Context: an optimization exercise on an open-source flow, tuned for a short achievable clock period and few clock cycles. The choices shown serve that exercise and are no tape-out recipe. At most, simulation tests tie the RTL to the original design; equivalence was not proved. Power and IR drop assume default switching activity.

==> inputs of trial 24 <==
==> flow/design.v <==
package cpu_pkg;
    typedef logic [32-1:0]    word_t;
    typedef logic [5-1:0] reg_idx_t;
    typedef logic [5-1:0]   shamt_t;
    typedef enum logic [5-1:0] {
        ALU_ADD = 5'd0,
        ALU_SUB = 5'd1,
        ALU_AND = 5'd2,
        ALU_OR  = 5'd3,
        ALU_SLL = 5'd4,
        ALU_SRA = 5'd5
    } alu_op_e;
    typedef struct packed {
        logic    reg_write;
        logic    mem_read;
        logic    mem_write;
        logic    use_imm;
        logic [5-1:0] alu_op;
    } ctrl_t;
    typedef struct packed {
        word_t    pc;
        ctrl_t    ctrl;
        reg_idx_t rd;
        reg_idx_t rs;
        reg_idx_t rt;
        shamt_t   shamt;
        word_t    imm;
        word_t    op_a;
        word_t    op_b;
    } dx_t;
    typedef struct packed {
        ctrl_t    ctrl;
        reg_idx_t rd;
        word_t    alu_result;
        word_t    store_data;
    } xm_t;
    typedef struct packed {
        ctrl_t    ctrl;
        reg_idx_t rd;
        word_t    alu_result;
        word_t    load_data;
    } mw_t;
    typedef struct packed {
        reg_idx_t read_a;
        reg_idx_t read_b;
    } rf_read_t;
    typedef struct packed {
        logic     enable;
        reg_idx_t index;
        word_t    data;
    } rf_write_t;
    typedef struct packed {
        word_t address;
        word_t data;
        logic  wren;
    } dmem_req_t;
endpackage
module cpu_top (
    input  logic        clock,
    input  logic        reset,
    output logic [31:0] address_imem,
    input  logic [31:0] q_imem,
    output logic [31:0] dmem_address,
    output logic [31:0] dmem_data,
    output logic        dmem_wren,
    input  logic [31:0] q_dmem,
    output logic [4:0]  rf_read_a,
    output logic [4:0]  rf_read_b,
    input  logic [31:0] data_read_a,
    input  logic [31:0] data_read_b,
    output logic        rf_write_enable,
    output logic [4:0]  rf_write_index,
    output logic [31:0] rf_write_data
);
    logic [8:0] pc;
    logic       stall;
    always_ff @(posedge clock) begin
        if (reset)
            pc <= '0;
        else if (!stall && !pc[8])
            pc <= pc + 9'd1;
    end
    assign address_imem = {23'd0, pc};
    logic [4:0]  f_opc, f_func, f_rd, f_rs, f_rt;
    logic        f_rtype, f_addi, f_lw, f_sw, f_alu;
    logic        f_wr, f_use_a, f_use_b;
    assign f_opc   = q_imem[31:27];
    assign f_rd    = q_imem[26:22];
    assign f_rs    = q_imem[21:17];
    assign f_rt    = q_imem[16:12];
    assign f_func  = q_imem[6:2];
    assign f_rtype = (f_opc == 5'd0) && (f_func <= 5'd5);
    assign f_addi  = (f_opc == 5'd5);
    assign f_lw    = (f_opc == 5'd8);
    assign f_sw    = (f_opc == 5'd7);
    assign f_alu   = f_rtype || f_addi || f_lw;
    assign f_wr    = f_alu && (f_rd != 5'd0);
    assign f_use_a = f_alu || f_sw;
    assign f_use_b = (f_rtype && !f_func[2]) || f_sw;
    logic        d_wr, d_lw, d_sw, d_imm_sel, d_use_a, d_use_b;
    logic        d_add, d_sub, d_and, d_or, d_sll, d_sra;
    logic [4:0]  d_rd, d_ra, d_rb, d_shamt;
    logic [31:0] d_imm;
    always_ff @(posedge clock) begin
        if (reset) begin
            d_wr    <= 1'b0;
            d_lw    <= 1'b0;
            d_sw    <= 1'b0;
            d_use_a <= 1'b0;
            d_use_b <= 1'b0;
        end else if (!stall) begin
            d_wr    <= f_wr;
            d_lw    <= f_lw && (f_rd != 5'd0);
            d_sw    <= f_sw;
            d_use_a <= f_use_a;
            d_use_b <= f_use_b;
        end
        if (!stall) begin
            d_imm_sel <= f_addi || f_lw || f_sw;
            d_add     <= (f_rtype && f_func[2:0] == 3'd0) || f_addi || f_lw || f_sw;
            d_sub     <= f_rtype && f_func[2:0] == 3'd1;
            d_and     <= f_rtype && f_func[2:0] == 3'd2;
            d_or      <= f_rtype && f_func[2:0] == 3'd3;
            d_sll     <= f_rtype && f_func[2:0] == 3'd4;
            d_sra     <= f_rtype && f_func[2:0] == 3'd5;
            d_rd      <= f_rd;
            d_ra      <= f_use_a ? f_rs : 5'd0;
            d_rb      <= f_sw ? f_rd : (f_use_b ? f_rt : 5'd0);
            d_shamt   <= q_imem[11:7];
            d_imm     <= {{15{q_imem[16]}}, q_imem[16:0]};
        end
    end
    assign rf_read_a = d_ra;
    assign rf_read_b = d_rb;
    logic        x_wr, x_lw, x_sw;
    logic        x_add, x_sub, x_and, x_or, x_sll, x_sra;
    logic [4:0]  x_rd, x_shamt;
    logic [31:0] x_a, x_b, x_s;
    logic        x_cin;
    logic [31:0] x_sh;
    logic        m_wr, m_lw, m_sw;
    logic [4:0]  m_rd;
    logic [31:0] m_res, m_sd;
    assign stall = x_lw && ((d_use_a && d_ra == x_rd) || (d_use_b && d_rb == x_rd));
    logic        m_hit_a, m_hit_b;
    logic [31:0] m_val, d_a, d_bv;
    assign m_hit_a = m_wr && (m_rd == d_ra);
    assign m_hit_b = m_wr && (m_rd == d_rb);
    assign m_val   = m_lw ? q_dmem : m_res;
    assign d_a     = m_hit_a ? m_val : data_read_a;
    assign d_bv    = m_hit_b ? m_val : data_read_b;
    logic [31:0] res, res_lg, sum;
    logic        x_arith;
    logic        fwd_a, fwd_b;
    assign fwd_a = x_wr && (x_rd == d_ra);
    assign fwd_b = x_wr && (x_rd == d_rb);
    always_ff @(posedge clock) begin
        if (reset || stall) begin
            x_wr <= 1'b0;
            x_lw <= 1'b0;
            x_sw <= 1'b0;
        end else begin
            x_wr <= d_wr;
            x_lw <= d_lw;
            x_sw <= d_sw;
        end
        x_add   <= d_add;
        x_sub   <= d_sub;
        x_and   <= d_and;
        x_or    <= d_or;
        x_sll   <= d_sll;
        x_sra   <= d_sra;
        x_rd    <= d_rd;
        x_shamt <= d_shamt;
        x_a     <= (fwd_a && x_arith) ? sum : (fwd_a ? res_lg : d_a);
        x_b     <= d_imm_sel ? d_imm
                 : (((fwd_b && x_arith) ? sum : (fwd_b ? res_lg : d_bv)) ^ {32{d_sub}});
        x_cin   <= d_sub;
        x_s     <= (fwd_b && x_arith) ? sum : (fwd_b ? res_lg : d_bv);
        if (d_sll || d_sra)
            x_sh <= (fwd_a && x_arith) ? sum : (fwd_a ? res_lg : d_a);
    end
    logic [31:0] a, b, sll_v, sra_v;
    logic [32:0] sum_c;
    assign a = x_a;
    assign b = x_b;
    assign sum_c = {a, x_cin} + {b, x_cin};
    assign sum   = sum_c[32:1];
    assign sll_v = x_sh << x_shamt;
    assign sra_v = $signed(x_sh) >>> x_shamt;
    assign x_arith = x_add | x_sub;
    assign res_lg = ({32{x_and}} & (a & b))
               | ({32{x_or}}  & (a | b))
               | ({32{x_sll}} & sll_v)
               | ({32{x_sra}} & sra_v);
    assign res = x_arith ? sum : res_lg;
    always_ff @(posedge clock) begin
        if (reset) begin
            m_wr <= 1'b0;
            m_lw <= 1'b0;
            m_sw <= 1'b0;
        end else begin
            m_wr <= x_wr;
            m_lw <= x_lw;
            m_sw <= x_sw;
        end
        m_rd  <= x_rd;
        m_res <= res;
        m_sd  <= x_s;
    end
    assign dmem_address = m_res;
    assign dmem_data    = m_sd;
    assign dmem_wren    = m_sw;
    logic        w_en;
    logic [4:0]  w_rd;
    logic [31:0] w_data;
    always_ff @(posedge clock) begin
        if (reset)
            w_en <= 1'b0;
        else
            w_en <= m_wr;
        w_rd   <= m_rd;
        w_data <= m_val;
    end
    assign rf_write_enable = w_en;
    assign rf_write_index  = w_rd;
    assign rf_write_data   = w_data;
endmodule
==> flow/run.sh <==
#!/bin/bash
# synth_recipe.tcl (not shown) runs the flow's synth.tcl, then flattens the netlist and writes it again
# the make line also repeats each setting of config.mk as NAME=value (left out here)
make -C /OpenROAD-flow-scripts/flow DESIGN_CONFIG=/design/flow/config.mk WORK_HOME=/design/flow/orfs CLKGATE_MAP_FILE= SYNTH_SCRIPT=/design/flow/synth_recipe.tcl finish
==> flow/config.mk <==
export PLATFORM = sky130hd
export DESIGN_NAME = cpu_top
export DESIGN_NICKNAME = cpu_top
export VERILOG_FILES = /design/flow/design.v
export SDC_FILE = /design/flow/constraint.sdc
export NUM_CORES = 4
export LEC_CHECK = 0
export ABC_CLOCK_PERIOD_IN_PS = 2000
export CAP_MARGIN = 20
export CORE_MARGIN = 2
export CORE_UTILIZATION = 40
export PLACE_DENSITY = 0.6
export SETUP_SLACK_MARGIN = 4.3
export SLEW_MARGIN = 20
export TNS_END_PERCENT = 100
==> flow/constraint.sdc <==
create_clock -name core_clock -period 6.5 [get_ports {clock}]
set_input_delay 1.3000 -clock core_clock [delete_from_list [all_inputs] [get_ports {clock}]]
set_output_delay 1.3000 -clock core_clock [all_outputs]
set_load 0.01 [all_outputs]
==> inputs of build 60, as changes to trial 24 <==
--- a/flow/design.v
+++ b/flow/design.v
@@ -138,4 +138,2 @@
     logic [31:0] x_a, x_b, x_s;
-    logic        x_cin;
-    logic [31:0] x_sh;
     logic        m_wr, m_lw, m_sw;
@@ -151,4 +149,3 @@
     assign d_bv    = m_hit_b ? m_val : data_read_b;
-    logic [31:0] res, res_lg, sum;
-    logic        x_arith;
+    logic [31:0] res;
     logic        fwd_a, fwd_b;
@@ -174,20 +171,16 @@
         x_shamt <= d_shamt;
-        x_a     <= (fwd_a && x_arith) ? sum : (fwd_a ? res_lg : d_a);
-        x_b     <= d_imm_sel ? d_imm
-                 : (((fwd_b && x_arith) ? sum : (fwd_b ? res_lg : d_bv)) ^ {32{d_sub}});
-        x_cin   <= d_sub;
-        x_s     <= (fwd_b && x_arith) ? sum : (fwd_b ? res_lg : d_bv);
-        if (d_sll || d_sra)
-            x_sh <= (fwd_a && x_arith) ? sum : (fwd_a ? res_lg : d_a);
-    end
-    logic [31:0] a, b, sll_v, sra_v;
-    logic [32:0] sum_c;
+        x_a     <= fwd_a ? res : d_a;
+        x_b     <= d_imm_sel ? d_imm : (fwd_b ? res : d_bv);
+        x_s     <= fwd_b ? res : d_bv;
+    end
+    logic [31:0] a, b, sum, diff, sll_v, sra_v;
     assign a = x_a;
     assign b = x_b;
-    assign sum_c = {a, x_cin} + {b, x_cin};
-    assign sum   = sum_c[32:1];
-    assign sll_v = x_sh << x_shamt;
-    assign sra_v = $signed(x_sh) >>> x_shamt;
-    assign x_arith = x_add | x_sub;
-    assign res_lg = ({32{x_and}} & (a & b))
+    assign sum   = a + b;
+    assign diff  = a - b;
+    assign sll_v = a << x_shamt;
+    assign sra_v = $signed(a) >>> x_shamt;
+    assign res = ({32{x_add}} & sum)
+               | ({32{x_sub}} & diff)
+               | ({32{x_and}} & (a & b))
                | ({32{x_or}}  & (a | b))
@@ -195,3 +188,2 @@
                | ({32{x_sra}} & sra_v);
-    assign res = x_arith ? sum : res_lg;
     always_ff @(posedge clock) begin
==> inputs of trial 27, as changes to trial 24 <==
==> flow/design.v, changed modules only <==
module cpu_top (
    input  logic        clock,
    input  logic        reset,
    output logic [31:0] address_imem,
    input  logic [31:0] q_imem,
    output logic [31:0] dmem_address,
    output logic [31:0] dmem_data,
    output logic        dmem_wren,
    input  logic [31:0] q_dmem,
    output logic [4:0]  rf_read_a,
    output logic [4:0]  rf_read_b,
    input  logic [31:0] data_read_a,
    input  logic [31:0] data_read_b,
    output logic        rf_write_enable,
    output logic [4:0]  rf_write_index,
    output logic [31:0] rf_write_data
);
    logic [8:0] pc;
    logic       stall;
    always_ff @(posedge clock) begin
        if (reset)
            pc <= '0;
        else if (!stall && !pc[8])
            pc <= pc + 9'd1;
    end
    assign address_imem = {23'd0, pc};
    logic [4:0]  f_opc, f_func, f_rd, f_rs, f_rt;
    logic        f_rtype, f_addi, f_lw, f_sw, f_alu;
    logic        f_wr, f_use_a, f_use_b;
    assign f_opc   = q_imem[31:27];
    assign f_rd    = q_imem[26:22];
    assign f_rs    = q_imem[21:17];
    assign f_rt    = q_imem[16:12];
    assign f_func  = q_imem[6:2];
    assign f_rtype = (f_opc == 5'd0) && (f_func <= 5'd5);
    assign f_addi  = (f_opc == 5'd5);
    assign f_lw    = (f_opc == 5'd8);
    assign f_sw    = (f_opc == 5'd7);
    assign f_alu   = f_rtype || f_addi || f_lw;
    assign f_wr    = f_alu && (f_rd != 5'd0);
    assign f_use_a = f_alu || f_sw;
    assign f_use_b = (f_rtype && !f_func[2]) || f_sw;
    logic        d_wr, d_lw, d_sw, d_imm_sel, d_use_a, d_use_b;
    logic        d_add, d_sub, d_and, d_or, d_sll, d_sra;
    logic [4:0]  d_rd, d_ra, d_rb, d_shamt;
    logic [31:0] d_imm;
    always_ff @(posedge clock) begin
        if (reset) begin
            d_wr    <= 1'b0;
            d_lw    <= 1'b0;
            d_sw    <= 1'b0;
            d_use_a <= 1'b0;
            d_use_b <= 1'b0;
        end else if (!stall) begin
            d_wr    <= f_wr;
            d_lw    <= f_lw && (f_rd != 5'd0);
            d_sw    <= f_sw;
            d_use_a <= f_use_a;
            d_use_b <= f_use_b;
        end
        if (!stall) begin
            d_imm_sel <= f_addi || f_lw || f_sw;
            d_add     <= (f_rtype && f_func[2:0] == 3'd0) || f_addi || f_lw || f_sw;
            d_sub     <= f_rtype && f_func[2:0] == 3'd1;
            d_and     <= f_rtype && f_func[2:0] == 3'd2;
            d_or      <= f_rtype && f_func[2:0] == 3'd3;
            d_sll     <= f_rtype && f_func[2:0] == 3'd4;
            d_sra     <= f_rtype && f_func[2:0] == 3'd5;
            d_rd      <= f_rd;
            d_ra      <= f_use_a ? f_rs : 5'd0;
            d_rb      <= f_sw ? f_rd : (f_use_b ? f_rt : 5'd0);
            d_shamt   <= q_imem[11:7];
            d_imm     <= {{15{q_imem[16]}}, q_imem[16:0]};
        end
    end
    assign rf_read_a = d_ra;
    assign rf_read_b = d_rb;
    logic        x_wr, x_lw, x_sw;
    logic        x_add, x_sub, x_and, x_or, x_sll, x_sra;
    logic        x_fa, x_fb, x_fs;
    logic [4:0]  x_rd, x_shamt;
    logic [31:0] x_a, x_b, x_s;
    logic        m_wr, m_lw, m_sw;
    logic [4:0]  m_rd;
    logic [31:0] m_res, m_sd;
    assign stall = x_lw && ((d_use_a && d_ra == x_rd) || (d_use_b && d_rb == x_rd));
    logic        m_hit_a, m_hit_b;
    logic [31:0] m_val, d_a, d_bv;
    assign m_hit_a = m_wr && (m_rd == d_ra);
    assign m_hit_b = m_wr && (m_rd == d_rb);
    assign m_val   = m_lw ? q_dmem : m_res;
    assign d_a     = m_hit_a ? m_val : data_read_a;
    assign d_bv    = m_hit_b ? m_val : data_read_b;
    always_ff @(posedge clock) begin
        if (reset || stall) begin
            x_wr <= 1'b0;
            x_lw <= 1'b0;
            x_sw <= 1'b0;
        end else begin
            x_wr <= d_wr;
            x_lw <= d_lw;
            x_sw <= d_sw;
        end
        x_add   <= d_add;
        x_sub   <= d_sub;
        x_and   <= d_and;
        x_or    <= d_or;
        x_sll   <= d_sll;
        x_sra   <= d_sra;
        x_rd    <= d_rd;
        x_shamt <= d_shamt;
        x_fa    <= x_wr && (x_rd == d_ra);
        x_fb    <= x_wr && (x_rd == d_rb) && !d_imm_sel;
        x_fs    <= x_wr && (x_rd == d_rb);
        x_a     <= d_a;
        x_b     <= d_imm_sel ? d_imm : d_bv;
        x_s     <= d_bv;
    end
    logic [31:0] a, b, s, sum, diff, sll_v, sra_v, res;
    assign a = x_fa ? m_res : x_a;
    assign b = x_fb ? m_res : x_b;
    assign s = x_fs ? m_res : x_s;
    assign sum   = a + b;
    assign diff  = a - b;
    assign sll_v = a << x_shamt;
    assign sra_v = $signed(a) >>> x_shamt;
    assign res = ({32{x_add}} & sum)
               | ({32{x_sub}} & diff)
               | ({32{x_and}} & (a & b))
               | ({32{x_or}}  & (a | b))
               | ({32{x_sll}} & sll_v)
               | ({32{x_sra}} & sra_v);
    always_ff @(posedge clock) begin
        if (reset) begin
            m_wr <= 1'b0;
            m_lw <= 1'b0;
            m_sw <= 1'b0;
        end else begin
            m_wr <= x_wr;
            m_lw <= x_lw;
            m_sw <= x_sw;
        end
        m_rd  <= x_rd;
        m_res <= res;
        m_sd  <= s;
    end
    assign dmem_address = m_res;
    assign dmem_data    = m_sd;
    assign dmem_wren    = m_sw;
    logic        w_en;
    logic [4:0]  w_rd;
    logic [31:0] w_data;
    always_ff @(posedge clock) begin
        if (reset)
            w_en <= 1'b0;
        else
            w_en <= m_wr;
        w_rd   <= m_rd;
        w_data <= m_val;
    end
    assign rf_write_enable = w_en;
    assign rf_write_index  = w_rd;
    assign rf_write_data   = w_data;
endmodule
==> inputs of trial 53, as changes to trial 24 <==
--- a/flow/design.v
+++ b/flow/design.v
@@ -139,3 +139,2 @@
     logic        x_cin;
-    logic [31:0] x_sh;
     logic        m_wr, m_lw, m_sw;
@@ -151,4 +150,3 @@
     assign d_bv    = m_hit_b ? m_val : data_read_b;
-    logic [31:0] res, res_lg, sum;
-    logic        x_arith;
+    logic [31:0] res;
     logic        fwd_a, fwd_b;
@@ -174,11 +172,8 @@
         x_shamt <= d_shamt;
-        x_a     <= (fwd_a && x_arith) ? sum : (fwd_a ? res_lg : d_a);
-        x_b     <= d_imm_sel ? d_imm
-                 : (((fwd_b && x_arith) ? sum : (fwd_b ? res_lg : d_bv)) ^ {32{d_sub}});
+        x_a     <= fwd_a ? res : d_a;
+        x_b     <= d_imm_sel ? d_imm : ((fwd_b ? res : d_bv) ^ {32{d_sub}});
         x_cin   <= d_sub;
-        x_s     <= (fwd_b && x_arith) ? sum : (fwd_b ? res_lg : d_bv);
-        if (d_sll || d_sra)
-            x_sh <= (fwd_a && x_arith) ? sum : (fwd_a ? res_lg : d_a);
-    end
-    logic [31:0] a, b, sll_v, sra_v;
+        x_s     <= fwd_b ? res : d_bv;
+    end
+    logic [31:0] a, b, sum, sll_v, sra_v;
     logic [32:0] sum_c;
@@ -188,6 +183,6 @@
     assign sum   = sum_c[32:1];
-    assign sll_v = x_sh << x_shamt;
-    assign sra_v = $signed(x_sh) >>> x_shamt;
-    assign x_arith = x_add | x_sub;
-    assign res_lg = ({32{x_and}} & (a & b))
+    assign sll_v = a << x_shamt;
+    assign sra_v = $signed(a) >>> x_shamt;
+    assign res = ({32{x_add | x_sub}} & sum)
+               | ({32{x_and}} & (a & b))
                | ({32{x_or}}  & (a | b))
@@ -195,3 +190,2 @@
                | ({32{x_sra}} & sra_v);
-    assign res = x_arith ? sum : res_lg;
     always_ff @(posedge clock) begin
==> impl_metrics.yaml <==
power_and_ir_drop:
  pwr-share-clk_pct: 38.5
  p_leak_nw: 10.71
layout:
  clock_buffers: 51
  buf_share_pct: 20.41
setup_path:
  arrival_ns: 3.42
  timing.rr.end: "x_b[25]"
logic_synthesis:
  avgSynthCellArea_um2: 9.950
min_path:
  hp-start: "x_s[27]"
status:
  status: "finished clean"
the above is filed under trial 24

==> impl_metrics.yaml <==
setup_path:
  arrival_ns: 3.41
  timing.rr.end: "x_b[19]"
floorplanning:
  die_x_um: 207.9
power_and_ir_drop:
  p_leak_nw: 9.749
status:
  status: "finished clean"
layout:
  final_cells: 2662
  buf_share_pct: 18.21
  final_cell_mix: "buf_6, nand2_1, buf_4, clkdlybuf4s50_1, dfxtp_1"
routing:
  ant_nets: 0
  dr_total_vias: 15810
min_path:
  hp-start: "x_s[19]"
logic_synthesis:
  avgSynthCellArea_um2: 9.494
the above is filed under trial 53

==> impl_metrics.yaml <==
setup_path:
  rrSetupSlack_ns: 3.37
  timing.rr.end: "x_b[28]"
  arrival_ns: 3.63
status:
  status: "finished clean"
floorplanning:
  taps: 600
global_routing:
  grt_overflow: 0
layout:
  clock_buffers: 38
  buf_share_pct: 21.43
logic_synthesis:
  yosysWarnings: 1
  avgSynthCellArea_um2: 8.779
min_path:
  hp-start: "x_s[7]"
the above is filed under build 60

==> impl_metrics.yaml <==
global_routing:
  grt_use_met2_pct: 49.63
setup_path:
  arrival_ns: 4.17
  timing.rr.end: "m_res[27]"
status:
  status: "finished clean"
power_and_ir_drop:
  pwr-share-clk_pct: 33.5
layout:
  clock_buffers: 47
  buf_share_pct: 18.04
min_path:
  hp-start: "d_or"
logic_synthesis:
  avgSynthCellArea_um2: 8.799
routing:
  drc: 0
the above is filed under trial 27

Testbench counts of trial 24, summed over its fixed seeds: cycles 14,142.
Testbench counts of trial 27, summed over its fixed seeds: cycles 14,142.
The RTL of build 60 and trial 53 was laid out without a check of its function.

-- static timing again, ports no longer ideal --
In the flow no input, the clock included, has a driving cell. The finished layouts below were timed again as built, in two steps.
Step 1: set_driving_cell puts a clkbuf_16 on clock and a buf_2 on each other input, an assumption about the parent block.
Step 2 also shifts input and output timing later by t, the mid clock arrival at the registers, as if the neighbouring blocks saw the same clock.
Three values: ideal, step 1, step 2; two values: the first two.
run | t (ns) | setup slack, ns | worst setup path at the end | worst slew at a driven data input, ns | cell pins on the clock port's net
trial 24 | 0.581 | 3.490 / 3.490 / 3.490 | register to register | 0.07 | 1
build 60 | 0.623 | 3.366 / 3.366 / 3.366 | register to register | 0.09 | 1
trial 27 | 0.656 | 2.764 / 2.764 / 2.764 | register to register | 0.07 | 1
trial 53 | 0.605 | 3.475 / 3.475 / 3.448 | input to register | 0.06 | 1
After both steps every run listed still meets setup and hold. For trial 53, which loses most, drivers alone change the setup slack by 0.000 ns; drivers and shift together by -0.027 ns.
